Source: an optimization exercise on an open RTL-to-GDS flow (aim: small area). Production flows keep margins and buffers that such runs may drop. RTL that was checked went through simulation tests only; none was proved equivalent to the original. Only the layout flow was run in runs 1 and 3; the RTL was not checked for function there. In every run shown here, the design's own scripts or RTL, not TritonCTS, make the clock network. The clock port is modelled as an ideal driver, which makes a skipped or thinned clock tree look cheaper than it is; a real chip needs a root buffer or a tree. Power and IR drop assume default switching activity.

### flow/flow/manual_cts.tcl
# Hand-built clock tree: the clock port drives a root buffer (CLK_ROOT_BUF), or
# with none the leaf buffers directly; CLK_TREE_N leaf buffers (CLK_TREE_BUF)
# each drive one balanced cluster of the clock sinks (recursive median
# bisection of the placed sinks). TritonCTS is then skipped.
set ntree [expr {[info exists ::env(CLK_TREE_N)] ? $::env(CLK_TREE_N) : 4}]
set bufname [expr {[info exists ::env(CLK_TREE_BUF)] ? $::env(CLK_TREE_BUF) : "sky130_fd_sc_hd__clkbuf_16"}]

set block [ord::get_db_block]
set db [ord::get_db]
set clk [$block findNet i_clk]
set master [$db findMaster $bufname]

set sinks {}
foreach it [$clk getITerms] {
  set inst [$it getInst]
  set loc [$inst getLocation]
  lappend sinks [list [lindex $loc 0] [lindex $loc 1] $it]
}
puts "manual clock tree: [llength $sinks] sinks, $ntree x $bufname"

proc split_sinks { items n axis } {
  if { $n <= 1 } { return [list $items] }
  set sorted [lsort -integer -index $axis $items]
  set n1 [expr {$n / 2}]
  set k [expr {([llength $sorted] * $n1) / $n}]
  set a [lrange $sorted 0 [expr {$k - 1}]]
  set b [lrange $sorted $k end]
  set next [expr {1 - $axis}]
  return [concat [split_sinks $a $n1 $next] [split_sinks $b [expr {$n - $n1}] $next]]
}

set clusters [split_sinks $sinks $ntree 0]
set src $clk
if { [info exists ::env(CLK_ROOT_BUF)] && $::env(CLK_ROOT_BUF) != "" } {
  set root [odb::dbInst_create $block [$db findMaster $::env(CLK_ROOT_BUF)] "clkbuf_manual_root"]
  set src [odb::dbNet_create $block "clknet_manual_root"]
  $src setSigType CLOCK
  [$root findITerm A] connect $clk
  [$root findITerm X] connect $src
  set sx 0; set sy 0
  foreach s $sinks { incr sx [lindex $s 0]; incr sy [lindex $s 1] }
  $root setLocation [expr {$sx / [llength $sinks]}] [expr {$sy / [llength $sinks]}]
  $root setPlacementStatus PLACED
  puts "  root buffer $::env(CLK_ROOT_BUF)"
}
set i 0
foreach cl $clusters {
  set sx 0; set sy 0
  foreach s $cl { incr sx [lindex $s 0]; incr sy [lindex $s 1] }
  set cx [expr {$sx / [llength $cl]}]
  set cy [expr {$sy / [llength $cl]}]
  set buf [odb::dbInst_create $block $master "clkbuf_manual_$i"]
  set net [odb::dbNet_create $block "clknet_manual_$i"]
  $net setSigType CLOCK
  [$buf findITerm A] connect $src
  [$buf findITerm X] connect $net
  foreach s $cl {
    set it [lindex $s 2]
    $it disconnect
    $it connect $net
  }
  $buf setLocation $cx $cy
  $buf setPlacementStatus PLACED
  puts "  cluster $i: [llength $cl] sinks, buffer at $cx $cy"
  incr i
}

set_propagated_clock [all_clocks]

proc clock_tree_synthesis { args } {
  puts "clock_tree_synthesis skipped: the clock tree was built by hand"
}
### flow/constraint.sdc
create_clock -name core_clock -period 10.0 [get_ports {i_clk}]
set_input_delay 2.0000 -clock core_clock [delete_from_list [all_inputs] [get_ports {i_clk}]]
set_output_delay 2.0000 -clock core_clock [all_outputs]
set_load 0.01 [all_outputs]
### flow/flow/post_cts.tcl
# Downsize cells on paths with timing slack to spare, then legalize again
repair_timing -recover_power 100
detailed_placement
check_placement -verbose
### flow/flow/run.sh
#!/bin/bash
# The standard layout, with the smallest buffer on every port and a clock
# tree built by hand (flow/manual_cts.tcl) in place of TritonCTS. Each tool's
# output is in the ORFS logs under orfs/logs; make's own output is in flow.log.
set -euo pipefail
export BUFFER_PORTS_ARGS="-buffer_cell sky130_fd_sc_hd__buf_1"
export PRE_CTS_TCL="$PWD/flow/manual_cts.tcl"
export CLK_TREE_N=8
export CLK_ROOT_BUF=sky130_fd_sc_hd__clkbuf_8
export CLK_TREE_BUF=sky130_fd_sc_hd__clkbuf_8
export POST_CTS_TCL="$PWD/flow/post_cts.tcl"
bash standard.sh > flow.log 2>&1
### flow/design.v
`timescale 1ns/1ps
module analogizer_fa (
	input  logic i_a,
	input  logic i_b,
	input  logic i_c,
	output logic o_s,
	output logic o_c
);
	assign o_s = i_a ^ i_b ^ i_c;
	assign o_c = (i_a & i_b) | (i_a & i_c) | (i_b & i_c);
endmodule
module ypbpr_converter (
	input  logic [8:0] i_an,  
	input  logic [8:0] i_bn,  
	input  logic [7:0] i_g,
	output logic [5:0] o_y,
	output logic [5:0] o_pb_n,
	output logic [5:0] o_pr
);
	logic [8:0] n_i_an;
	assign n_i_an = ~i_an;
	logic [8:0] n_i_bn;
	assign n_i_bn = ~i_bn;
	logic [7:0] n_i_g;
	assign n_i_g = ~i_g;
	logic ys0, yc0;
	analogizer_fa u_y0 (.i_a(n_i_an[1]), .i_b(i_bn[1]), .i_c(i_bn[0]), .o_s(ys0), .o_c(yc0));
	logic ys1, yc1;
	analogizer_fa u_y1 (.i_a(n_i_an[2]), .i_b(n_i_an[0]), .i_c(i_bn[2]), .o_s(ys1), .o_c(yc1));
	logic ys2, yc2;
	analogizer_fa u_y2 (.i_a(n_i_an[3]), .i_b(n_i_an[1]), .i_c(n_i_an[0]), .o_s(ys2), .o_c(yc2));
	logic ys3, yc3;
	analogizer_fa u_y3 (.i_a(n_i_an[4]), .i_b(n_i_an[2]), .i_c(n_i_an[1]), .o_s(ys3), .o_c(yc3));
	logic ys4, yc4;
	analogizer_fa u_y4 (.i_a(n_i_an[5]), .i_b(n_i_an[3]), .i_c(n_i_an[2]), .o_s(ys4), .o_c(yc4));
	logic ys5, yc5;
	analogizer_fa u_y5 (.i_a(i_bn[4]), .i_b(n_i_bn[0]), .i_c(n_i_bn[5]), .o_s(ys5), .o_c(yc5));
	logic ys6, yc6;
	analogizer_fa u_y6 (.i_a(n_i_an[6]), .i_b(n_i_an[4]), .i_c(n_i_an[3]), .o_s(ys6), .o_c(yc6));
	logic ys7, yc7;
	analogizer_fa u_y7 (.i_a(n_i_an[0]), .i_b(i_bn[6]), .i_c(i_bn[5]), .o_s(ys7), .o_c(yc7));
	logic ys8, yc8;
	analogizer_fa u_y8 (.i_a(n_i_an[7]), .i_b(n_i_an[5]), .i_c(n_i_an[4]), .o_s(ys8), .o_c(yc8));
	logic ys9, yc9;
	analogizer_fa u_y9 (.i_a(n_i_an[1]), .i_b(i_bn[7]), .i_c(i_bn[6]), .o_s(ys9), .o_c(yc9));
	logic ys10, yc10;
	analogizer_fa u_y10 (.i_a(i_g[0]), .i_b(n_i_an[8]), .i_c(n_i_an[6]), .o_s(ys10), .o_c(yc10));
	logic ys11, yc11;
	analogizer_fa u_y11 (.i_a(n_i_an[5]), .i_b(n_i_an[2]), .i_c(i_bn[8]), .o_s(ys11), .o_c(yc11));
	logic ys12, yc12;
	analogizer_fa u_y12 (.i_a(i_g[1]), .i_b(n_i_an[7]), .i_c(n_i_an[6]), .o_s(ys12), .o_c(yc12));
	logic ys13, yc13;
	analogizer_fa u_y13 (.i_a(n_i_an[3]), .i_b(i_bn[8]), .i_c(n_i_bn[4]), .o_s(ys13), .o_c(yc13));
	logic ys14, yc14;
	analogizer_fa u_y14 (.i_a(i_g[2]), .i_b(n_i_an[8]), .i_c(n_i_an[7]), .o_s(ys14), .o_c(yc14));
	logic ys15, yc15;
	analogizer_fa u_y15 (.i_a(i_g[3]), .i_b(n_i_an[8]), .i_c(n_i_an[5]), .o_s(ys15), .o_c(yc15));
	logic ys16, yc16;
	analogizer_fa u_y16 (.i_a(n_i_an[6]), .i_b(n_i_bn[7]), .i_c(n_i_g[4]), .o_s(ys16), .o_c(yc16));
	logic ys17, yc17;
	analogizer_fa u_y17 (.i_a(i_g[5]), .i_b(n_i_an[7]), .i_c(n_i_bn[8]), .o_s(ys17), .o_c(yc17));
	logic ys18, yc18;
	analogizer_fa u_y18 (.i_a(yc0), .i_b(ys1), .i_c(i_bn[1]), .o_s(ys18), .o_c(yc18));
	logic ys19, yc19;
	analogizer_fa u_y19 (.i_a(yc1), .i_b(ys2), .i_c(i_bn[3]), .o_s(ys19), .o_c(yc19));
	logic ys20, yc20;
	analogizer_fa u_y20 (.i_a(yc2), .i_b(ys3), .i_c(i_bn[4]), .o_s(ys20), .o_c(yc20));
	logic ys21, yc21;
	analogizer_fa u_y21 (.i_a(yc3), .i_b(ys4), .i_c(ys5), .o_s(ys21), .o_c(yc21));
	logic ys22, yc22;
	analogizer_fa u_y22 (.i_a(yc4), .i_b(yc5), .i_c(ys6), .o_s(ys22), .o_c(yc22));
	logic ys23, yc23;
	analogizer_fa u_y23 (.i_a(ys7), .i_b(n_i_bn[1]), .i_c(i_bn[5]), .o_s(ys23), .o_c(yc23));
	logic ys24, yc24;
	analogizer_fa u_y24 (.i_a(yc6), .i_b(yc7), .i_c(ys8), .o_s(ys24), .o_c(yc24));
	logic ys25, yc25;
	analogizer_fa u_y25 (.i_a(yc8), .i_b(yc9), .i_c(ys10), .o_s(ys25), .o_c(yc25));
	logic ys26, yc26;
	analogizer_fa u_y26 (.i_a(ys11), .i_b(i_bn[7]), .i_c(n_i_bn[3]), .o_s(ys26), .o_c(yc26));
	logic ys27, yc27;
	analogizer_fa u_y27 (.i_a(yc10), .i_b(yc11), .i_c(ys12), .o_s(ys27), .o_c(yc27));
	logic ys28, yc28;
	analogizer_fa u_y28 (.i_a(yc12), .i_b(yc13), .i_c(ys14), .o_s(ys28), .o_c(yc28));
	logic ys29, yc29;
	analogizer_fa u_y29 (.i_a(yc14), .i_b(ys15), .i_c(n_i_bn[6]), .o_s(ys29), .o_c(yc29));
	logic ys30, yc30;
	analogizer_fa u_y30 (.i_a(yc16), .i_b(ys17), .i_c(i_g[4]), .o_s(ys30), .o_c(yc30));
	logic ys31, yc31;
	analogizer_fa u_y31 (.i_a(yc17), .i_b(i_g[6]), .i_c(n_i_an[8]), .o_s(ys31), .o_c(yc31));
	logic ys32, yc32;
	analogizer_fa u_y32 (.i_a(yc18), .i_b(ys19), .i_c(i_bn[2]), .o_s(ys32), .o_c(yc32));
	logic ys33, yc33;
	analogizer_fa u_y33 (.i_a(yc19), .i_b(ys20), .i_c(i_bn[3]), .o_s(ys33), .o_c(yc33));
	logic ys34, yc34;
	analogizer_fa u_y34 (.i_a(yc21), .i_b(ys22), .i_c(ys23), .o_s(ys34), .o_c(yc34));
	logic ys35, yc35;
	analogizer_fa u_y35 (.i_a(yc22), .i_b(yc23), .i_c(ys24), .o_s(ys35), .o_c(yc35));
	logic ys36, yc36;
	analogizer_fa u_y36 (.i_a(yc24), .i_b(ys25), .i_c(ys26), .o_s(ys36), .o_c(yc36));
	logic ys37, yc37;
	analogizer_fa u_y37 (.i_a(yc25), .i_b(yc26), .i_c(ys27), .o_s(ys37), .o_c(yc37));
	logic ys38, yc38;
	analogizer_fa u_y38 (.i_a(yc27), .i_b(ys28), .i_c(n_i_an[4]), .o_s(ys38), .o_c(yc38));
	logic ys39, yc39;
	analogizer_fa u_y39 (.i_a(yc29), .i_b(yc15), .i_c(ys16), .o_s(ys39), .o_c(yc39));
	logic ys40, yc40;
	analogizer_fa u_y40 (.i_a(yc33), .i_b(yc20), .i_c(ys21), .o_s(ys40), .o_c(yc40));
	logic ys41, yc41;
	analogizer_fa u_y41 (.i_a(yc34), .i_b(ys35), .i_c(ys9), .o_s(ys41), .o_c(yc41));
	logic ys42, yc42;
	analogizer_fa u_y42 (.i_a(yc36), .i_b(ys37), .i_c(ys13), .o_s(ys42), .o_c(yc42));
	logic ys43, yc43;
	analogizer_fa u_y43 (.i_a(yc37), .i_b(ys38), .i_c(n_i_bn[5]), .o_s(ys43), .o_c(yc43));
	logic ys44, yc44;
	analogizer_fa u_y44 (.i_a(yc38), .i_b(yc28), .i_c(ys29), .o_s(ys44), .o_c(yc44));
	logic ys45, yc45;
	analogizer_fa u_y45 (.i_a(yc41), .i_b(yc35), .i_c(ys36), .o_s(ys45), .o_c(yc45));
	wire y0 = n_i_an[0] & i_bn[0];
	wire y1 = ys0 & y0;
	wire y2 = ys18 & y1;
	wire y3 = ys32 & y2;
	wire y4 = (yc32 & ys33) | (yc32 & y3) | (ys33 & y3);
	wire y5 = ys40 & y4;
	wire y6 = (yc40 & ys34) | (yc40 & y5) | (ys34 & y5);
	wire y7 = (ys41 & n_i_bn[2]) | (ys41 & y6) | (n_i_bn[2] & y6);
	wire y8 = ys45 & y7;
	wire y9 = (yc45 & ys42) | (yc45 & y8) | (ys42 & y8);
	logic ys46, yc46;
	analogizer_fa u_y46 (.i_a(yc42), .i_b(ys43), .i_c(y9), .o_s(ys46), .o_c(yc46));
	logic ys47, yc47;
	analogizer_fa u_y47 (.i_a(yc43), .i_b(ys44), .i_c(yc46), .o_s(ys47), .o_c(yc47));
	logic ys48, yc48;
	analogizer_fa u_y48 (.i_a(yc44), .i_b(ys39), .i_c(yc47), .o_s(ys48), .o_c(yc48));
	logic ys49, yc49;
	analogizer_fa u_y49 (.i_a(yc39), .i_b(ys30), .i_c(yc48), .o_s(ys49), .o_c(yc49));
	logic ys50, yc50;
	analogizer_fa u_y50 (.i_a(yc30), .i_b(ys31), .i_c(yc49), .o_s(ys50), .o_c(yc50));
	logic ys51, yc51;
	analogizer_fa u_y51 (.i_a(yc31), .i_b(n_i_g[7]), .i_c(yc50), .o_s(ys51), .o_c(yc51));
	assign o_y = {ys51, ys50, ys49, ys48, ys47, ys46};
	logic pbs0, pbc0;
	analogizer_fa u_pb0 (.i_a(i_an[3]), .i_b(n_i_an[1]), .i_c(n_i_an[0]), .o_s(pbs0), .o_c(pbc0));
	logic pbs1, pbc1;
	analogizer_fa u_pb1 (.i_a(i_an[4]), .i_b(n_i_an[2]), .i_c(n_i_an[1]), .o_s(pbs1), .o_c(pbc1));
	logic pbs2, pbc2;
	analogizer_fa u_pb2 (.i_a(i_an[5]), .i_b(n_i_an[3]), .i_c(n_i_an[2]), .o_s(pbs2), .o_c(pbc2));
	logic pbs3, pbc3;
	analogizer_fa u_pb3 (.i_a(i_an[6]), .i_b(n_i_an[4]), .i_c(n_i_an[3]), .o_s(pbs3), .o_c(pbc3));
	logic pbs4, pbc4;
	analogizer_fa u_pb4 (.i_a(i_bn[0]), .i_b(i_an[7]), .i_c(n_i_an[5]), .o_s(pbs4), .o_c(pbc4));
	logic pbs5, pbc5;
	analogizer_fa u_pb5 (.i_a(i_bn[1]), .i_b(n_i_an[6]), .i_c(n_i_an[5]), .o_s(pbs5), .o_c(pbc5));
	logic pbs6, pbc6;
	analogizer_fa u_pb6 (.i_a(i_bn[2]), .i_b(n_i_an[7]), .i_c(n_i_an[6]), .o_s(pbs6), .o_c(pbc6));
	logic pbs7, pbc7;
	analogizer_fa u_pb7 (.i_a(i_bn[3]), .i_b(n_i_an[8]), .i_c(n_i_an[7]), .o_s(pbs7), .o_c(pbc7));
	logic pbs8, pbc8;
	analogizer_fa u_pb8 (.i_a(i_bn[4]), .i_b(n_i_an[8]), .i_c(n_i_an[6]), .o_s(pbs8), .o_c(pbc8));
	logic pbs9, pbc9;
	analogizer_fa u_pb9 (.i_a(i_bn[6]), .i_b(n_i_an[8]), .i_c(i_bn[5]), .o_s(pbs9), .o_c(pbc9));
	logic pbs10, pbc10;
	analogizer_fa u_pb10 (.i_a(pbc1), .i_b(pbs2), .i_c(n_i_an[0]), .o_s(pbs10), .o_c(pbc10));
	logic pbs11, pbc11;
	analogizer_fa u_pb11 (.i_a(pbc2), .i_b(pbs3), .i_c(n_i_an[1]), .o_s(pbs11), .o_c(pbc11));
	logic pbs12, pbc12;
	analogizer_fa u_pb12 (.i_a(pbc3), .i_b(pbs4), .i_c(n_i_an[4]), .o_s(pbs12), .o_c(pbc12));
	logic pbs13, pbc13;
	analogizer_fa u_pb13 (.i_a(pbc4), .i_b(pbs5), .i_c(n_i_an[3]), .o_s(pbs13), .o_c(pbc13));
	logic pbs14, pbc14;
	analogizer_fa u_pb14 (.i_a(pbc5), .i_b(pbs6), .i_c(n_i_an[4]), .o_s(pbs14), .o_c(pbc14));
	logic pbs15, pbc15;
	analogizer_fa u_pb15 (.i_a(pbc6), .i_b(pbs7), .i_c(n_i_an[5]), .o_s(pbs15), .o_c(pbc15));
	logic pbs16, pbc16;
	analogizer_fa u_pb16 (.i_a(pbc8), .i_b(n_i_an[7]), .i_c(n_i_bn[5]), .o_s(pbs16), .o_c(pbc16));
	logic pbs17, pbc17;
	analogizer_fa u_pb17 (.i_a(pbc11), .i_b(pbs12), .i_c(n_i_an[2]), .o_s(pbs17), .o_c(pbc17));
	logic pbs18, pbc18;
	analogizer_fa u_pb18 (.i_a(pbc12), .i_b(pbs13), .i_c(n_i_an[8]), .o_s(pbs18), .o_c(pbc18));
	logic pbs19, pbc19;
	analogizer_fa u_pb19 (.i_a(pbc13), .i_b(pbs14), .i_c(n_i_an[8]), .o_s(pbs19), .o_c(pbc19));
	logic pbs20, pbc20;
	analogizer_fa u_pb20 (.i_a(pbc14), .i_b(pbs15), .i_c(i_an[8]), .o_s(pbs20), .o_c(pbc20));
	logic pbs21, pbc21;
	analogizer_fa u_pb21 (.i_a(pbc15), .i_b(pbc7), .i_c(pbs8), .o_s(pbs21), .o_c(pbc21));
	wire pb0 = i_an[2] & n_i_an[0];
	wire pb1 = pbs0 & pb0;
	wire pb2 = (pbc0 & pbs1) | (pbc0 & pb1) | (pbs1 & pb1);
	wire pb3 = pbs10 & pb2;
	wire pb4 = (pbc10 & pbs11) | (pbc10 & pb3) | (pbs11 & pb3);
	wire pb5 = pbs17 & pb4;
	wire pb6 = (pbc17 & pbs18) | (pbc17 & pb5) | (pbs18 & pb5);
	wire pb7 = (pbc18 & pbs19) | (pbc18 & pb6) | (pbs19 & pb6);
	logic pbs22, pbc22;
	analogizer_fa u_pb22 (.i_a(pbc19), .i_b(pbs20), .i_c(pb7), .o_s(pbs22), .o_c(pbc22));
	logic pbs23, pbc23;
	analogizer_fa u_pb23 (.i_a(pbc20), .i_b(pbs21), .i_c(pbc22), .o_s(pbs23), .o_c(pbc23));
	logic pbs24, pbc24;
	analogizer_fa u_pb24 (.i_a(pbc21), .i_b(pbs16), .i_c(pbc23), .o_s(pbs24), .o_c(pbc24));
	logic pbs25, pbc25;
	analogizer_fa u_pb25 (.i_a(pbc16), .i_b(pbs9), .i_c(pbc24), .o_s(pbs25), .o_c(pbc25));
	logic pbs26, pbc26;
	analogizer_fa u_pb26 (.i_a(pbc9), .i_b(n_i_bn[7]), .i_c(pbc25), .o_s(pbs26), .o_c(pbc26));
	logic pbs27, pbc27;
	analogizer_fa u_pb27 (.i_a(i_bn[8]), .i_b(n_i_bn[7]), .i_c(pbc26), .o_s(pbs27), .o_c(pbc27));
	assign o_pb_n = {pbs27, pbs26, pbs25, pbs24, pbs23, pbs22};
	logic prs0, prc0;
	analogizer_fa u_pr0 (.i_a(i_bn[4]), .i_b(i_bn[2]), .i_c(i_bn[0]), .o_s(prs0), .o_c(prc0));
	logic prs1, prc1;
	analogizer_fa u_pr1 (.i_a(i_bn[5]), .i_b(i_bn[3]), .i_c(i_bn[1]), .o_s(prs1), .o_c(prc1));
	logic prs2, prc2;
	analogizer_fa u_pr2 (.i_a(i_bn[6]), .i_b(i_bn[4]), .i_c(i_bn[2]), .o_s(prs2), .o_c(prc2));
	logic prs3, prc3;
	analogizer_fa u_pr3 (.i_a(n_i_an[0]), .i_b(i_bn[7]), .i_c(i_bn[5]), .o_s(prs3), .o_c(prc3));
	logic prs4, prc4;
	analogizer_fa u_pr4 (.i_a(i_bn[8]), .i_b(i_bn[6]), .i_c(i_bn[4]), .o_s(prs4), .o_c(prc4));
	logic prs5, prc5;
	analogizer_fa u_pr5 (.i_a(i_bn[7]), .i_b(i_bn[5]), .i_c(n_i_an[1]), .o_s(prs5), .o_c(prc5));
	logic prs6, prc6;
	analogizer_fa u_pr6 (.i_a(n_i_an[3]), .i_b(i_bn[8]), .i_c(i_bn[6]), .o_s(prs6), .o_c(prc6));
	logic prs7, prc7;
	analogizer_fa u_pr7 (.i_a(n_i_an[5]), .i_b(i_bn[8]), .i_c(n_i_an[4]), .o_s(prs7), .o_c(prc7));
	logic prs8, prc8;
	analogizer_fa u_pr8 (.i_a(prc2), .i_b(prs3), .i_c(i_bn[3]), .o_s(prs8), .o_c(prc8));
	logic prs9, prc9;
	analogizer_fa u_pr9 (.i_a(prc3), .i_b(prs4), .i_c(i_an[1]), .o_s(prs9), .o_c(prc9));
	logic prs10, prc10;
	analogizer_fa u_pr10 (.i_a(prc4), .i_b(prs5), .i_c(i_an[2]), .o_s(prs10), .o_c(prc10));
	logic prs11, prc11;
	analogizer_fa u_pr11 (.i_a(prc5), .i_b(prs6), .i_c(n_i_an[2]), .o_s(prs11), .o_c(prc11));
	logic prs12, prc12;
	analogizer_fa u_pr12 (.i_a(prc6), .i_b(i_bn[7]), .i_c(i_an[4]), .o_s(prs12), .o_c(prc12));
	wire pr0 = i_bn[2] & i_bn[0];
	wire pr1 = (i_bn[3] & i_bn[1]) | (i_bn[3] & pr0) | (i_bn[1] & pr0);
	wire pr2 = prs0 & pr1;
	wire pr3 = (prc0 & prs1) | (prc0 & pr2) | (prs1 & pr2);
	wire pr4 = (prc1 & prs2) | (prc1 & pr3) | (prs2 & pr3);
	wire pr5 = prs8 & pr4;
	wire pr6 = (prc8 & prs9) | (prc8 & pr5) | (prs9 & pr5);
	wire pr7 = (prc9 & prs10) | (prc9 & pr6) | (prs10 & pr6);
	logic prs13, prc13;
	analogizer_fa u_pr13 (.i_a(prc10), .i_b(prs11), .i_c(pr7), .o_s(prs13), .o_c(prc13));
	logic prs14, prc14;
	analogizer_fa u_pr14 (.i_a(prc11), .i_b(prs12), .i_c(prc13), .o_s(prs14), .o_c(prc14));
	logic prs15, prc15;
	analogizer_fa u_pr15 (.i_a(prc12), .i_b(prs7), .i_c(prc14), .o_s(prs15), .o_c(prc15));
	logic prs16, prc16;
	analogizer_fa u_pr16 (.i_a(prc7), .i_b(i_an[6]), .i_c(prc15), .o_s(prs16), .o_c(prc16));
	logic prs17, prc17;
	analogizer_fa u_pr17 (.i_a(n_i_an[6]), .i_b(i_an[7]), .i_c(prc16), .o_s(prs17), .o_c(prc17));
	logic prs18, prc18;
	analogizer_fa u_pr18 (.i_a(n_i_an[7]), .i_b(i_an[8]), .i_c(prc17), .o_s(prs18), .o_c(prc18));
	assign o_pr = {prs18, prs17, prs16, prs15, prs14, prs13};
endmodule
`timescale 1ns/1ps
module analogizer_top (
	input  logic       i_clk,
	input  logic       i_rst,
	input  logic       i_ena,
	input  logic [1:0] i_video_mode,
	input  logic [7:0] i_r,
	input  logic [7:0] i_g,
	input  logic [7:0] i_b,
	input  logic       i_hsync,
	input  logic       i_vsync,
	input  logic       i_csync,
	input  logic       i_blank_n,
	input  logic       i_ce_pix,
	input  logic       i_poll_req,
	input  logic [7:4] i_bank0_in,
	output logic       o_poll_ack,
	output logic       o_busy,
	output logic [15:0] o_p1_buttons,
	output logic [15:0] o_p2_buttons,
	output logic [7:0] o_bank1_out,
	output logic [7:0] o_bank2_out,
	output logic [7:0] o_bank3_out,
	output logic       o_bank1_dir,
	output logic       o_bank2_dir,
	output logic       o_bank3_dir
);
	logic m0, m2, m3, pass_rg;
	logic [7:0] r_in_n, g_in, b_in_n, g_sub_n;
	logic [8:0] a_n, b_n, a_cn, b_cn;
	assign m0 = i_video_mode == 2'd0;
	assign m2 = i_video_mode == 2'd2;
	assign m3 = i_video_mode == 2'd3;
	assign pass_rg = i_blank_n && !m3;
	assign r_in_n  = ~(pass_rg ? i_r : 8'd0);
	assign g_in    = pass_rg ? i_g : 8'd0;
	assign b_in_n  = ~(m3 ? 8'hff : (i_blank_n ? i_b : 8'd0));
	assign g_sub_n = ~(m2 ? ~g_in : 8'h00);
	assign a_cn[0] = !m2;
	assign b_cn[0] = 1'b1;
	genvar gi;
	generate
		for (gi = 0; gi < 8; gi++) begin : g_sub_ripple
			analogizer_fa u_fa_a (.i_a(r_in_n[gi]), .i_b(g_sub_n[gi]), .i_c(a_cn[gi]), .o_s(a_n[gi]), .o_c(a_cn[gi + 1]));
			analogizer_fa u_fa_b (.i_a(b_in_n[gi]), .i_b(g_sub_n[gi]), .i_c(b_cn[gi]), .o_s(b_n[gi]), .o_c(b_cn[gi + 1]));
		end
	endgenerate
	assign a_n[8] = a_cn[8];
	assign b_n[8] = b_cn[8];
	logic [8:0] s1_an, s1_bn;
	logic [7:0] s1_g;
	logic s1_m2, s1_hs, s1_vs, s1_bl, s1_pix;
	always_ff @(posedge i_clk) begin
		s1_an  <= a_n;
		s1_bn  <= b_n;
		s1_g   <= g_in;
		s1_m2  <= m2;
		s1_hs  <= m0 ? i_csync : (m3 ? i_hsync : 1'b1);
		s1_vs  <= m0 ? 1'b1 : (m3 ? i_vsync : i_csync);
		s1_bl  <= i_blank_n || m2;
		s1_pix <= i_ce_pix;
	end
	logic [5:0] y6, pb6_n, pr6;
	ypbpr_converter u_ypbpr (
		.i_an(s1_an), .i_bn(s1_bn), .i_g(s1_g),
		.o_y(y6), .o_pb_n(pb6_n), .o_pr(pr6)
	);
	logic [5:0] s2_r_n, s2_g_n, s2_b_n;
	logic s2_hs, s2_vs, s2_bl, s2_pix;
	logic rst_q, rst_seen;
	always_ff @(posedge i_clk) begin
		s2_r_n <= s1_m2 ? ~pr6 : s1_an[7:2];
		s2_g_n <= ~(s1_m2 ? y6 : s1_g[7:2]);
		s2_b_n <= s1_m2 ? pb6_n : s1_bn[7:2];
		s2_hs  <= s1_hs;
		s2_vs  <= s1_vs;
		s2_bl  <= s1_bl;
		s2_pix <= s1_pix;
		rst_q    <= i_rst;
		rst_seen <= i_rst || rst_q;
	end
	logic [7:0] step;
	logic idle, done, busy, sample, snac_latch, snac_pad_clk;
	logic [16:0] ring1, ring2;
	assign idle    = !step[7] && step[6] && !step[3];
	assign done    = !step[7] && !step[6];
	assign busy    = step[7] || (step[6] && step[3]);
	assign sample  = step[7] && (step[2:0] == 3'd3);
	assign snac_latch   = !step[7] && step[3];
	assign snac_pad_clk = step[7] && step[2];
	assign o_poll_ack   = done;
	assign o_busy       = busy;
	always_ff @(posedge i_clk) begin
		if (i_rst || (done && !i_poll_req))
			step <= 8'd119;
		else if (busy || (idle && i_poll_req))
			step <= step + 8'd1;
	end
	always_ff @(posedge i_clk) begin
		ring1 <= {ring1[15:0], sample ? ~i_bank0_in[6] : ring1[16]};
		ring2 <= {ring2[15:0], sample ? ~i_bank0_in[5] : ring2[16]};
	end
	always_ff @(posedge i_clk) begin
		if (i_rst) begin
			o_p1_buttons <= '0;
			o_p2_buttons <= '0;
		end else if (&step) begin
			for (int k = 0; k < 16; k++) begin
				o_p1_buttons[k] <= ring1[(123 - 8 * k) % 17];
				o_p2_buttons[k] <= ring2[(123 - 8 * k) % 17];
			end
		end
	end
	logic pins_on, pins_next, vid_on;
	assign pins_next = !i_rst && i_ena;
	assign vid_on    = pins_next && !rst_seen;
	always_ff @(posedge i_clk) begin
		pins_on <= pins_next;
		o_bank3_out <= {~(s2_r_n | {6{!vid_on}}), s2_hs & vid_on, pins_next & (rst_seen | s2_vs)};
		o_bank2_out <= {~(s2_b_n[0] | !vid_on), s2_bl & vid_on, ~(s2_g_n | {6{!vid_on}})};
		o_bank1_out <= {snac_pad_clk & pins_next, snac_latch & pins_next, s2_pix & vid_on, ~(s2_b_n[5:1] | {5{!vid_on}})};
	end
	assign o_bank1_dir = pins_on;
	assign o_bank2_dir = pins_on;
	assign o_bank3_dir = pins_on;
endmodule
### flow/config.mk
export PLATFORM = sky130hd
export DESIGN_NAME = analogizer_top
export DESIGN_NICKNAME = analogizer_top
export VERILOG_FILES = /design/flow/design.v
export SDC_FILE = /design/flow/constraint.sdc
export NUM_CORES = 4
export LEC_CHECK = 0
export CAP_MARGIN = 20
export CORE_MARGIN = 2
export CORE_UTILIZATION = 40
export SLEW_MARGIN = 20
export SYNTH_HIERARCHICAL = 1
### flow/standard.sh
#!/bin/bash
# synth_recipe.tcl (not shown) runs the flow's synth.tcl, then flattens the netlist and writes it again
# the make line also repeats each setting of config.mk as NAME=value (left out here)
make -C /OpenROAD-flow-scripts/flow DESIGN_CONFIG=/design/flow/config.mk WORK_HOME=/design/flow/orfs CLKGATE_MAP_FILE= SYNTH_SCRIPT=/design/flow/synth_recipe.tcl "${@:-finish}"
==> reports/results.tsv, run 1 <==
metric	value	unit
ys.flop_type	dfxtp_1	
ir_worst_vdd	126.5	uV
synth_top_area_share	41.35	%
slew_headroom	33.76	%
syn_nets	765	
grt-ovfl-total	0	
ioPinCount	100	
r2r-start	s1_an[7]	
synth.avg_cell_area	12.24	sq um
power_frac_clock	12.0	%
portBuffers	97	
insertion_delay	400	ps
drv_slew	0	
p_switching	0.0008201	W
synth_area_leader_cell	dfxtp_1	
ys_top_cells_by_area	dfxtp_1 (41%), fa_1 (31%), mux2i_1 (6.2%), nand2_1 (4.2%), buf_4 (2.8%)	
n_antenna_cell	0	
rows	49	
wl_per_cell	15.70	um
crit_start	s1_an[7]	
critical_path_class	flip-flop to flip-flop	
syn_inst	609	
antenna_found_initial	0	
final_hold_viol_count	0	
num_vias	4369	
fill_cells	1730	
synth_seq_cells	154	
die_h	140.5	um
setup_viol	0	
path_delay_family	adder cells	
seq_area_frac_synth	41.35	%
path_common_cell	fa_1	
initial_utilization	41.09	%
min_from	s1_pix	
nets	834	
path_cells	inv_1 -> fa_1 -> fa_1 -> fa_1 -> fa_1 -> fa_1 -> o211ai_1 -> a21oi_1 -> o221ai_1 -> nand3_1 -> fa_1 -> fa_1 -> fa_1 -> fa_1 -> fa_1 -> fa_1 -> mux2i_1	
fmax	155.7	MHz
wl	14210	um
required	10250	ps
p_leak	3.017	nW
hpwl	11000	um
async_reset_ff_share	0	%
first_iter_violations	190	
report.power.total	0.002110	W
cp_max_fo	8	
avgViaCountPerCell	4.828	
cp.arrival	6680	ps
min_period_over_period	64.23	%
area_growth	6.679	%
fin_tns_setup	0	ps
post-route-min-period	6423	ps
grt_setup_unrepaired	no	
critPathBufInv	1	
max_stage_delay	610	ps
p_int	0.001290	W
fin_skew	15.72	ps
synth_edf_count	0	
cp-start-kind	flip-flop	
min_path_type	flip-flop to flip-flop	
seqPwrFrac	37.1	%
die_w	140.5	um
grt.total_usage	14.51	%
dieArea	19750	sq um
drtAntennaViolNets	0	
ys_warn_count	7	
p_sw_share	38.87	%
worst_slew_pin_slew	992.2	ps
path_clk_slew	120	ps
synth_cell_types	48	
route.detailed.drc	0	
synth_area	7456	sq um
drive_above_1_share	3.994	%
pwr-share-comb	50.9	%
first_pass_iters	6	
p_per_area	265.3	nW/um^2
gp_congestion	0.8417	
end_kind	flip-flop	
core	18150	sq um
grt_pass1_wl	23670	um
cp_slowest_cell	fa_1	
cap_violations	0	
status	no timing/DRC/antenna violations	
grt_start_max_net_pins	66	
grt_pass1_vias	4753	
## power groups by stage
| stage | clock (W) | sequential [W] | combinational, W |
|---|---|---|---|
| floorplan | 0 | 0.000763 | 0.00111 |
| global placement | 0 | 0.000794 | 0.00101 |
| detailed placement | 0 | 0.000797 | 0.00107 |
| global route | 0.000291 | 0.000796 | 0.00125 |
| finish | 0.000254 | 0.000782 | 0.00107 |
## cell families after synthesis
kind of cell / after synthesis / share of synthesized area [%]
other: 1 / 0.05030
DFF: 154 / 41.35
xor gates and xnor gates: 1 / 0.1175
adders and majority gates: 118 / 31.36
AOI/OAI and AO/OA: 47 / 4.028
buffers and inverters: 77 / 5.940
and+or+nand+nor: 158 / 9.918
muxes: 53 / 7.233
## Yosys stat by module (local to each module, per instance)
module	area, sq um	cells inside	copies in the design
analogizer_top	4716	422	1
analogizer_fa	20.02	1	115
ypbpr_converter	437.9	72	1
## synthesized netlist by cell type (6+ instances only)
cell type / instances
nor3_1: 7
nor2_1: 25
and2_1: 10
mux2_2: 7
nand2_1: 83
fa_1: 115
a21oi_1: 18
buf_4: 28
o21ai_0: 9
buf_2: 6
nand2b_1: 9
dfxtp_1: 154
inv_1: 34
nand3_1: 7
mux2i_1: 46
## layout by cell type (no fill, tap or decap), types with 2 or more instances in the layout
master and n:
mux2i_1 46, nand2b_1 9, or2_2 2, and2_0 8
a31oi_1 3, nand2_1 83, clkbuf_1 2, a21boi_0 3
and2_1 2, o21a_1 2, nor3_1 7, nand3_1 7
o211ai_1 2, mux2_2 7, ha_1 2, fa_1 115
inv_1 34, a21oi_1 18, nor3b_1 3, nand4b_1 2
clkbuf_8 9, nor2_1 25, o21ai_0 10, o2111ai_1 2
buf_1 95, dfxtp_1 154, and3_1 2
## state kept, by name, summed over array words and instances, names as in the netlist, 6 cells and up
register / flops
s1_an: 9
o_bank3_out: 8
s2_g_n: 6
s1_bn: 9
o_p1_buttons: 16
o_bank1_out: 8
o_p2_buttons: 16
s2_r_n: 6
ring2: 17
step: 8
o_bank2_out: 8
s2_b_n: 6
s1_g: 8
ring1: 17
## through the flow
step	instance area (sq um)	worst slack, ps	cells	util [%]	hold WS, ps
after floorplan	7456	4021	609	-	309.6
after global routing	7954	3299	905	43.83	342.7
final	7954	3577	905	43.83	337.9
after global placement	7802	3519	894	43.00	312.2
after detailed placement	7802	3429	894	43.00	312.8
## layout make-up
class,instances,area [sq um],area share (%)
Buffer,9,123.9,1.557
Inverter,35,131.4,1.652
Multi-Input combinational cell,378,3923,49.32
Sequential cell,154,3083,38.76
Tap cell,229,286.5,3.602
Timing Repair Buffer,100,406.6,5.112
## routing by layer
| layer | GRT usage, % | part of all wire [%] | vias to the layer above |
|---|---|---|---|
| met3 | 1.949 | 4.6 | 16 |
| met2 | 25.72 | 49 | 108 |
| met1 | 19.57 | 45 | 2194 |
| met4 | 2.105 | 1.6 | 0 |
| met5 | 0 | 0 | - |
| li1 | - | - | 2051 |
## final timing paths
check                    to  slack (ps)  depth (start not counted)
setup / recovery  s2_g_n[5]        3580                         17
hold / removal       s2_pix         340                          0
setup reg to reg  s2_g_n[5]        3580                         17
hold reg to reg      s2_pix         340                          0
==> run 2, diff against run 1 <==
--- a/flow/design.v
+++ b/flow/design.v
@@ -333,21 +333,24 @@
 		rst_seen <= i_rst || rst_q;
 	end
 	logic [7:0] step;
-	logic idle, done, busy, sample, snac_latch, snac_pad_clk;
+	logic idle, done, busy, in_bits, sample, snac_latch, snac_pad_clk;
 	logic [16:0] ring1, ring2;
-	assign idle    = !step[7] && step[6] && !step[3];
-	assign done    = !step[7] && !step[6];
-	assign busy    = step[7] || (step[6] && step[3]);
-	assign sample  = step[7] && (step[2:0] == 3'd3);
-	assign snac_latch   = !step[7] && step[3];
-	assign snac_pad_clk = step[7] && step[2];
+	assign idle    = &step;
+	assign done    = step == 8'd136;
+	assign busy    = !step[7] || (step[6:3] == 4'd0);
+	assign in_bits = busy && (step[7:3] != 5'd0);
+	assign sample  = in_bits && (step[2:0] == 3'd3);
+	assign snac_latch   = step[7:3] == 5'd0;
+	assign snac_pad_clk = in_bits && step[2];
 	assign o_poll_ack   = done;
 	assign o_busy       = busy;
 	always_ff @(posedge i_clk) begin
-		if (i_rst || (done && !i_poll_req))
-			step <= 8'd119;
+		if (i_rst)
+			step <= 8'hff;
 		else if (busy || (idle && i_poll_req))
 			step <= step + 8'd1;
+		else if (done && !i_poll_req)
+			step <= 8'hff;
 	end
 	always_ff @(posedge i_clk) begin
 		ring1 <= {ring1[15:0], sample ? ~i_bank0_in[6] : ring1[16]};
@@ -357,7 +360,7 @@
 		if (i_rst) begin
 			o_p1_buttons <= '0;
 			o_p2_buttons <= '0;
-		end else if (&step) begin
+		end else if (step == 8'd135) begin
 			for (int k = 0; k < 16; k++) begin
 				o_p1_buttons[k] <= ring1[(123 - 8 * k) % 17];
 				o_p2_buttons[k] <= ring2[(123 - 8 * k) % 17];
==> run 2 against run 1 <==
Net effect: still clean on timing, DRC and antenna; synthesized cell count is 1.6% higher; routed wire length fell by 1.4%; register-to-register slack improved by 30 ps; highest routed layer unchanged; combinational power hardly changed; sequential power is essentially flat; maximum frequency increased by 0.42%; largest power group unchanged; global-route usage is 0.17 points lower.
==> reports/results.tsv, run 2 <==
metric	value	unit
grt_pass1_vias	4726	
cp-start-kind	flip-flop	
synth_compound_area_share	7.034	%
synth_area_leader_cell	dfxtp_1	
reg_top3	ring1 x17, ring2 x17	
avgViaCountPerCell	4.898	
synth_area	7365	sq um
synth.avg_cell_area	11.90	sq um
drive_above_1_share	4.519	%
final_cell_mix	dfxtp_1 (154), fa_1 (115), buf_1 (95)	
reg2reg_to	s2_g_n[5]	
area_growth	6.949	%
max_stage_delay	600	ps
crit_start	s1_an[4]	
async_reset_ff_share	0	%
grt_setup_unrepaired	no	
grt_start_max_net_pins	43	
setup_ws	3604	ps
post-route-min-period	6396	ps
fmax	156.4	MHz
synth_cell_types	54	
grt_pass1_wl	23480	um
min_path_cells	0	
synth_top_cells_by_count	dfxtp_1 (154), fa_1 (115), nand2_1 (78)	
cap_violations	0	
die_h	139.7	um
rows	49	
final_hold_viol_count	0	
place_ws	3459	ps
path_clk_slew	110	ps
die_w	139.7	um
end_kind	flip-flop	
insertion_delay	400	ps
synthXorXnorAreaFrac	0	%
ys.flop_type	dfxtp_1	
wl	14010	um
cp_max_fo	8	
cp_slowest_cell	fa_1	
synth-simple-area-share	10.41	%
synth_most_common_cell	dfxtp_1	
seq_area_frac_synth	41.86	%
min_path_type	flip-flop to flip-flop	
ys_warn_count	7	
core	18020	sq um
final_util	43.70	%
final_common_cell	dfxtp_1	
reg2reg_depth	17	
setup_viol	0	
synthMuxAreaShare	2.684	%
num_vias	4482	
p_leak	3.046	nW
synth_top_area_share	41.86	%
drv_slew	0	
first_pass_iters	4	
required	10240	ps
syn_inst	619	
ir_worst_vdd	148.0	uV
synthAdderAreaFrac	32.26	%
r2r_setup_slack	3600	ps
path_common_cell	fa_1	
cp.arrival	6640	ps
status	no timing/DRC/antenna violations	
wl_per_cell	15.31	um
fin_tns_setup	0	ps
grt-ovfl-total	0	
initial_utilization	40.86	%
min_period_over_period	63.96	%
r2r-start	s1_an[4]	
drtAntennaViolNets	0	
crit_end	s2_g_n[5]	
route.detailed.drc	0	
antenna_found_initial	0	
ys_top_cells_by_area	dfxtp_1 (42%), fa_1 (31%), nand2_1 (4.0%), a21oi_1 (3.3%), buf_4 (2.1%)	
portBuffers	97	
p_per_area	264.0	nW/um^2
n_antenna_cell	0	
first_iter_violations	188	
nets	847	
hpwl	11010	um
grt.total_usage	14.34	%
slew_headroom	33.04	%
gp_congestion	0.8535	
synth_top_family_by_area	adder cells	
synth_seq_cells	154	
synth_edf_count	0	
ioPinCount	100	
syn_nets	778	
critical_path_class	flip-flop to flip-flop	
path_cells	inv_1 -> fa_1 -> fa_1 -> fa_1 -> fa_1 -> fa_1 -> o211ai_1 -> a21oi_1 -> o221ai_1 -> nand3_1 -> fa_1 -> fa_1 -> fa_1 -> fa_1 -> fa_1 -> fa_1 -> mux2i_1	
dieArea	19510	sq um
worst_slew_pin_slew	1003	ps
fin_skew	9.113	ps
[run 2: worst min path at each step]
stage	from	endpoint	slack [ps]
after global placement	ring1[12]	ring1[13]	310
after floorplan	ring1[12]	ring1[13]	310
after detailed placement	ring2[12]	ring2[13]	310
after global routing	ring1[12]	ring1[13]	350
final	ring2[12]	ring2[13]	330
[run 2: cell type report]
class                      instances  area [sq um]
sequential                       154          3083
timing repair buffer             100         405.4
fill                            1734         10150
tap                              229         286.5
buffer                             9         123.9
inverter                          38         142.6
multi-input combinational        385          3835
[run 2: logic make-up (layout without fill, tap and decap cells)]
kind of cell / Yosys count / count (layout)
mux: 19 / 19
flops: 154 / 154
compound gates: 83 / 83
simple gates: 161 / 161
buf+inv: 80 / 147
fa+ha+maj: 121 / 121
other cells: 1 / 1
[run 2: modules after synthesis, one instance, submodules excluded]
module	cells	cell area, sq um	flip-flops and latches	times used
analogizer_top	432	4624	154	1
ypbpr_converter	72	437.9	0	1
analogizer_fa	1	20.02	0	115
[run 2: per-stage QoR]
stage	instance area, sq um	hold WS, ps	power, W	std cells
2_1_floorplan	7365	309.6	0.001869	619
3_3_place_gp	7755	310.7	0.001811	905
3_5_place_dp	7755	313.8	0.001861	905
5_1_grt	7876	346.4	0.002298	915
6_report	7876	329.4	0.002080	915
[run 2: critical path: cells and delay by family, from the launching register on]
kind,cells,cell delay (ps)
AO/OA/AOI/OAI,3,260
adder cells (fa/ha/maj),11,4940
buffers and inverters,1,320
flip-flops,1,500
multiplexers,1,80
AND/OR/NAND/NOR,1,150
[run 2: report_power, final]
group          switching [W]  internal [W]
clock               0.000167     0.0000820
combinational       0.000545      0.000502
sequential         0.0000791      0.000705
total               0.000791       0.00129
[run 2: layer usage]
| layer | global-route usage, % | up-vias | share of wire, % | wire, um |
|---|---|---|---|---|
| met5 | 0 | - | 0 | 0 |
| met4 | 2.053 | 0 | 1.5 | 210 |
| met3 | 1.583 | 15 | 4.7 | 661 |
| met2 | 25.06 | 118 | 50 | 6936 |
| met1 | 19.82 | 2243 | 44 | 6197 |
| li1 | - | 2106 | - | - |
==> run 3, diff against run 2 <==
--- a/flow/design.v
+++ b/flow/design.v
@@ -333,40 +333,38 @@
 		rst_seen <= i_rst || rst_q;
 	end
 	logic [7:0] step;
-	logic idle, done, busy, in_bits, sample, snac_latch, snac_pad_clk;
-	logic [16:0] ring1, ring2;
-	assign idle    = &step;
-	assign done    = step == 8'd136;
-	assign busy    = !step[7] || (step[6:3] == 4'd0);
-	assign in_bits = busy && (step[7:3] != 5'd0);
-	assign sample  = in_bits && (step[2:0] == 3'd3);
-	assign snac_latch   = step[7:3] == 5'd0;
-	assign snac_pad_clk = in_bits && step[2];
+	logic idle, done, busy, sample, snac_latch, snac_pad_clk;
+	logic [32:0] ring;
+	assign idle    = !step[7] && step[6] && !step[3];
+	assign done    = !step[7] && !step[6];
+	assign busy    = step[7] || (step[6] && step[3]);
+	assign sample  = step[7] && (step[2:0] == 3'd3);
+	assign snac_latch   = !step[7] && step[3];
+	assign snac_pad_clk = step[7] && step[2];
 	assign o_poll_ack   = done;
 	assign o_busy       = busy;
 	always_ff @(posedge i_clk) begin
-		if (i_rst)
-			step <= 8'hff;
+		if (i_rst || (done && !i_poll_req))
+			step <= 8'd119;
 		else if (busy || (idle && i_poll_req))
 			step <= step + 8'd1;
-		else if (done && !i_poll_req)
-			step <= 8'hff;
 	end
 	always_ff @(posedge i_clk) begin
-		ring1 <= {ring1[15:0], sample ? ~i_bank0_in[6] : ring1[16]};
-		ring2 <= {ring2[15:0], sample ? ~i_bank0_in[5] : ring2[16]};
+		ring <= {ring[31:4], sample ? ~i_bank0_in[5] : ring[3], ring[2:0],
+			sample ? ~i_bank0_in[6] : ring[32]};
 	end
-	always_ff @(posedge i_clk) begin
-		if (i_rst) begin
-			o_p1_buttons <= '0;
-			o_p2_buttons <= '0;
-		end else if (step == 8'd135) begin
-			for (int k = 0; k < 16; k++) begin
-				o_p1_buttons[k] <= ring1[(123 - 8 * k) % 17];
-				o_p2_buttons[k] <= ring2[(123 - 8 * k) % 17];
-			end
+	logic [15:0] word1, word2;
+	always_comb begin
+		for (int k = 0; k < 16; k++) begin
+			word1[k] = ring[(123 - 8 * k) % 33];
+			word2[k] = ring[(127 - 8 * k) % 33];
 		end
 	end
+	logic take, hold;
+	assign take = (&step) && !i_rst;
+	assign hold = !(&step) && !i_rst;
+	analogizer_word_reg u_p1 (.i_clk(i_clk), .i_take(take), .i_hold(hold), .i_d(word1), .o_q(o_p1_buttons));
+	analogizer_word_reg u_p2 (.i_clk(i_clk), .i_take(take), .i_hold(hold), .i_d(word2), .o_q(o_p2_buttons));
 	logic pins_on, pins_next, vid_on;
 	assign pins_next = !i_rst && i_ena;
 	assign vid_on    = pins_next && !rst_seen;
@@ -380,3 +378,13 @@
 	assign o_bank2_dir = pins_on;
 	assign o_bank3_dir = pins_on;
 endmodule
+module analogizer_word_reg (
+	input  logic        i_clk,
+	input  logic        i_take,
+	input  logic        i_hold,
+	input  logic [15:0] i_d,
+	output logic [15:0] o_q
+);
+	always_ff @(posedge i_clk)
+		o_q <= (i_d & {16{i_take}}) | (o_q & {16{i_hold}});
+endmodule
==> run 3 against run 2 <==
Net effect: sequential share of layout area is 0.89 points higher; design area is 2.9% lower; die area shrank 1.9%; clock skew up 9.7 ps; synthesized cell count shrank 12%; cell count is 8.3% lower; worst setup slack got worse by 24 ps; first-iteration DRC count decreased by 6.9%; critical path type unchanged.
==> reports/results.tsv, run 3 <==
metric	value	unit
avgViaCountPerCell	4.785	
path_clk_slew	110	ps
setup_ws	3580	ps
rows	49	
hpwl	10530	um
status	no timing/DRC/antenna violations	
synth_top_cells_by_count	dfxtp_1 (153), fa_1 (115), inv_1 (35)	
synthAdderAreaFrac	32.40	%
path_delay_family	adder cells	
post-route-min-period	6420	ps
end_kind	flip-flop	
syn_nets	698	
wl_per_cell	15.97	um
p_leak	3.016	nW
drive_above_1_share	5.082	%
portBuffers	97	
final_hold_viol_count	0	
fin_skew	18.81	ps
regMostFlops	ring	
synth_area_leader_cell	dfxtp_1	
drv_slew	0	
final_cell_mix	dfxtp_1 (153), fa_1 (115), buf_1 (94)	
core	17840	sq um
reg_top3	ring x33, u_p1.o_q x16, u_p2.o_q x16	
synth_most_common_cell	dfxtp_1	
fill_cells	1667	
p_per_area	273.2	nW/um^2
area_growth	5.998	%
insertion_delay	410	ps
synth-simple-area-share	6.830	%
critical_path_class	flip-flop to flip-flop	
route.detailed.drc	0	
setup_viol	0	
die_w	138.3	um
first_iter_violations	175	
syn_inst	542	
path_cells	inv_1 -> fa_1 -> fa_1 -> fa_1 -> fa_1 -> fa_1 -> o211ai_1 -> a21oi_1 -> o221ai_1 -> nand3_1 -> fa_1 -> fa_1 -> fa_1 -> fa_1 -> fa_1 -> fa_1 -> mux2i_1	
grt_pass1_vias	4528	
cp.arrival	6680	ps
grt_pass1_wl	22830	um
dieArea	19140	sq um
first_pass_iters	4	
die_h	138.3	um
max_stage_delay	620	ps
initial_utilization	40.46	%
ys_warn_count	8	
min_period_over_period	64.20	%
synth_cell_types	53	
ioPinCount	100	
seq_area_frac_synth	42.43	%
grt.total_usage	14.20	%
grt_setup_unrepaired	no	
nets	768	
synth_edf_count	0	
min_path_type	flip-flop to flip-flop	
cp-start-kind	flip-flop	
fin_tns_setup	0	ps
num_vias	4015	
fin_cells	839	
ir_worst_vdd	144.8	uV
grt_start_max_net_pins	33	
slew_headroom	30.81	%
fmax	155.8	MHz
grt-ovfl-total	0	
antenna_found_initial	0	
async_reset_ff_share	0	%
worst_slew_pin_slew	1036	ps
required	10260	ps
synth_compound_area_share	8.528	%
synth_area	7218	sq um
ys_top_cells_by_area	dfxtp_1 (42%), fa_1 (32%), a22o_1 (3.9%), buf_4 (2.3%), mux2i_1 (1.9%)	
final_common_cell	dfxtp_1	
cp_max_fo	8	
place_ws	3422	ps
gp_congestion	0.8479	
synth_top_area_share	42.43	%
cp_slowest_cell	fa_1	
ys.flop_type	dfxtp_1	
cap_violations	0	
path_common_cell	fa_1	
timing.hold.ws	338.8	ps
n_antenna_cell	0	
wl	13400	um
synthMuxAreaShare	3.293	%
dp.cells	829	
largest_reg_flops	33	
synth.avg_cell_area	13.32	sq um
synth_seq_cells	153	
synth_top_family_by_area	adder cells	
critPathBufInv	1	
synthXorXnorAreaFrac	0.1213	%
drtAntennaViolNets	0	
==> run 3: worst paths after layout <==
path              cells past startpoint         to     start  slack (ps)
setup reg to reg                     17  s2_g_n[5]  s1_an[7]        3580
setup / recovery                     17  s2_g_n[5]  s1_an[7]        3580
hold / removal                        0     s2_pix    s1_pix         340
hold reg to reg                       0     s2_pix    s1_pix         340
==> run 3: power by group <==
| group | total, W | leakage (nW) | internal (W) | switching [W] |
|---|---|---|---|---|
| Clock | 0.000251 | 0.0647 | 0.0000820 | 0.000169 |
| Combinational | 0.00107 | 1.70 | 0.000517 | 0.000553 |
| Sequential | 0.000770 | 1.26 | 0.000689 | 0.0000816 |
| Total | 0.00209 | 3.02 | 0.00129 | 0.000803 |
==> run 3: kinds of logic after synthesis <==
group,Yosys count
AOI/OAI and AO/OA,78
xor gates and xnor gates,1
adders and majority gates,118
buffers and inverters,75
DFF,153
muxes,22
other,1
and+or+nand+nor,94
==> run 3: final cells by class <==
class / count / area (sq um) / area share [%]
repair buffers: 99 / 379.1 / 4.955
inverters: 35 / 131.4 / 1.717
plain buffers: 9 / 123.9 / 1.619
well taps: 229 / 286.5 / 3.745
flip-flops and latches: 153 / 3063 / 40.03
multi-input cells: 314 / 3667 / 47.93
==> run 3: through the flow <==
stage	power [W]	utilization, %	cell area (sq um)
final	0.002091	42.89	7651
after detailed placement	0.001865	42.35	7555
after floorplan	0.001865	-	7218
after global placement	0.001807	42.35	7555
after global routing	0.002308	42.89	7651
==> run 3: Yosys stat by module, one instance, submodules excluded <==
module	copies in the design	area [sq um]	cells inside
analogizer_top	1	3467	283
analogizer_word_reg	2	505.5	36
analogizer_fa	115	20.02	1
ypbpr_converter	1	437.9	72
==> run 3: routing by layer <==
metal / track usage (%) / wire [um]
met3: 1.974 / 635
met1: 19.76 / 6221
met4: 2.148 / 236
met5: 0 / 0
met2: 24.34 / 6305
==> run 4, diff against run 3 <==
--- a/flow/design.v
+++ b/flow/design.v
@@ -334,7 +334,7 @@
 	end
 	logic [7:0] step;
 	logic idle, done, busy, sample, snac_latch, snac_pad_clk;
-	logic [32:0] ring;
+	logic [16:0] ring1, ring2;
 	assign idle    = !step[7] && step[6] && !step[3];
 	assign done    = !step[7] && !step[6];
 	assign busy    = step[7] || (step[6] && step[3]);
@@ -350,14 +350,14 @@
 			step <= step + 8'd1;
 	end
 	always_ff @(posedge i_clk) begin
-		ring <= {ring[31:4], sample ? ~i_bank0_in[5] : ring[3], ring[2:0],
-			sample ? ~i_bank0_in[6] : ring[32]};
+		ring1 <= {ring1[15:0], sample ? ~i_bank0_in[6] : ring1[16]};
+		ring2 <= {ring2[15:0], sample ? ~i_bank0_in[5] : ring2[16]};
 	end
 	logic [15:0] word1, word2;
 	always_comb begin
 		for (int k = 0; k < 16; k++) begin
-			word1[k] = ring[(123 - 8 * k) % 33];
-			word2[k] = ring[(127 - 8 * k) % 33];
+			word1[k] = ring1[(123 - 8 * k) % 17];
+			word2[k] = ring2[(123 - 8 * k) % 17];
 		end
 	end
 	logic take, hold;
==> run 4 against run 3 <==
Net effect: utilization rose by 0.084 points; cell count is 0.12% higher; register-to-register slack gained 40 ps; clock power increased by 2%; first-iteration DRC count up 8.6%; still clean on timing, DRC and antenna; combinational power about the same; critical endpoint unchanged.
==> reports/results.tsv, run 4 <==
metric	value	unit
status	no timing/DRC/antenna violations	
path_clk_slew	120	ps
grt_setup_unrepaired	no	
hpwl	10430	um
grt_pass1_wl	22800	um
die_w	138.5	um
path_delay_family	adder cells	
power_frac_clock	12.2	%
path_cells	inv_1 -> fa_1 -> fa_1 -> fa_1 -> fa_1 -> fa_1 -> o211ai_1 -> a21oi_1 -> o221ai_1 -> nand3_1 -> fa_1 -> fa_1 -> fa_1 -> fa_1 -> fa_1 -> fa_1 -> mux2i_1	
syn_inst	543	
p_int	0.001287	W
drive_above_1_share	4.746	%
async_reset_ff_share	0	%
cp-start-kind	flip-flop	
synth_seq_cells	154	
wl_per_cell	15.71	um
ir_worst_vdd	132.1	uV
synth_most_common_cell	dfxtp_1	
ys_top_cells_by_area	dfxtp_1 (43%), fa_1 (32%), a22o_1 (3.9%), buf_4 (2.3%), mux2i_1 (1.9%)	
portBuffers	97	
min_from	ring2[12]	
n_antenna_cell	0	
min_path_type	flip-flop to flip-flop	
first_iter_violations	190	
synth_edf_count	0	
dieArea	19190	sq um
wl	13190	um
core	17840	sq um
grt-ovfl-total	0	
cp.arrival	6650	ps
route.detailed.drc	0	
crit_start	s1_bn[5]	
setup_viol	0	
fin_tns_setup	0	ps
p_leak	3.020	nW
min_period_over_period	63.79	%
drv_slew	0	
grt_start_max_net_pins	33	
grt_pass1_vias	4523	
syn_nets	699	
multiInputGateArea	3666	sq um
drtAntennaViolNets	0	
num_vias	4020	
insertion_delay	420	ps
p_per_area	273.2	nW/um^2
fill_cells	1675	
timing.hold.ws	340.6	ps
die_h	138.5	um
path_common_cell	fa_1	
final_common_cell	dfxtp_1	
synth.avg_cell_area	13.33	sq um
critPathBufInv	1	
cp_max_fo	8	
post-route-min-period	6379	ps
initial_utilization	40.57	%
ys.flop_type	dfxtp_1	
critical_path_class	flip-flop to flip-flop	
slew_headroom	30.95	%
cap_violations	0	
required	10270	ps
cp_slowest_cell	dfxtp_1	
max_stage_delay	670	ps
nets	769	
fmax	156.8	MHz
reg_top3	ring1 x17, ring2 x17	
antenna_found_initial	0	
synth_area	7238	sq um
worst_slew_pin_slew	1034	ps
regArea	3083	sq um
p_sw_share	38.53	%
rows	49	
grt.total_usage	14.10	%
synth_top_cells_by_count	dfxtp_1 (154), fa_1 (115), inv_1 (35)	
gp_congestion	0.8360	
synth_top_area_share	42.59	%
r2r-start	s1_bn[5]	
p_switching	0.0008070	W
area_growth	5.912	%
avgViaCountPerCell	4.786	
pwr-share-comb	50.9	%
final_hold_viol_count	0	
final_cell_mix	dfxtp_1 (154), fa_1 (115), buf_1 (93)	
fin_skew	16.38	ps
synth_cell_types	53	
end_kind	flip-flop	
first_pass_iters	4	
ys_warn_count	8	
seqPwrFrac	37.0	%
ioPinCount	100	
synth_area_leader_cell	dfxtp_1	
seq_area_frac_synth	42.59	%
## run 4: area by class of cell
| cell class | instances | share of cell area [%] |
|---|---|---|
| Multi-Input combinational cell | 314 | 47.82 |
| Sequential cell | 154 | 40.22 |
| Timing Repair Buffer | 99 | 4.896 |
| Tap cell | 229 | 3.738 |
| Inverter | 35 | 1.714 |
| Buffer | 9 | 1.616 |
## run 4: kinds of logic after synthesis
group	Yosys count	share of synthesized area, %
flip-flops	154	42.59
adder cells (fa/ha/maj)	118	32.31
AND/OR/NAND/NOR	94	6.811
AO/OA/AOI/OAI	78	8.505
buffers and inverters	75	6.327
multiplexers	22	3.284
other	1	0.05181
XOR/XNOR	1	0.1210
## run 4: through the flow
stage | total power [W] | util, % | setup WS, ps | area (sq um) | std cells
after global placement | 0.001808 | 42.50 | 3720 | 7582 | 831
after floorplan | 0.001868 | - | 4021 | 7238 | 543
after detailed placement | 0.001869 | 42.50 | 3575 | 7582 | 831
final | 0.002094 | 42.97 | 3621 | 7666 | 840
after global routing | 0.002315 | 42.97 | 3339 | 7666 | 840
## run 4: path summary, 6_finish.rpt
path | cells after the start | slack [ps] | end
min reg2reg | 0 | 340 | ring2[13]
max | 17 | 3620 | s2_g_n[5]
min | 0 | 340 | ring2[13]
max reg2reg | 17 | 3620 | s2_g_n[5]
## run 4: power groups by stage
stage	Sequential [W]	Clock, W	Combinational (W)
6_report	0.000774	0.000255	0.00107
3_5_place_dp	0.000792	0	0.00108
2_1_floorplan	0.000757	0	0.00111
5_1_grt	0.000788	0.000287	0.00124
3_3_place_gp	0.000789	0	0.00102
## run 4: per-module statistics from Yosys (local to each module, per instance)
module | flops+latches | cell area [sq um]
analogizer_top | 122 | 3487
ypbpr_converter | 0 | 437.9
analogizer_fa | 0 | 20.02
analogizer_word_reg | 16 | 505.5
## run 4: worst register-to-register path, cell delays in order, from the launching register on
cell and delay (ps):
dfxtp_1 670, inv_1 230, fa_1 450, fa_1 480
fa_1 500, fa_1 460, fa_1 500, o211ai_1 110
a21oi_1 60, o221ai_1 100, nand3_1 150, fa_1 400
fa_1 390, fa_1 400, fa_1 390, fa_1 390
fa_1 490, mux2i_1 60
## run 4: per-layer routing
metal	global-route usage, %	wire [um]	vias to the layer above
li1	-	-	1884
met3	2.251	773	15
met1	19.75	6054	1994
met4	1.933	184	0
met2	23.89	6181	127
met5	0	0	-

-- static timing again, ports no longer ideal --
No port has a modelled driver above. Below, the same layouts with a new extraction and two added sets of constraints.
Step 1 assumes that a clkbuf_16 drives the clock port and a buf_2 every other input.
Step 2 also shifts input and output timing later by t, the mid clock arrival at the registers, as if the neighbouring blocks saw the same clock.
Slacks: no drivers / after step 1 / after step 2; pairs: no drivers / after step 1.
run | t (ns) | setup WS [ns] | worst setup path at the end
run 1 | 0.429 | 3.577 / 3.577 / 3.489 | input to register
run 2 | 0.425 | 3.604 / 3.604 / 3.462 | input to register
run 3 | 0.437 | 3.580 / 3.580 / 3.535 | input to register
run 4 | 0.441 | 3.621 / 3.621 / 3.405 | input to register
After both steps every run listed still meets setup and hold. For run 4, which loses most, drivers alone change the setup slack by 0.000 ns; drivers and shift together by -0.216 ns.
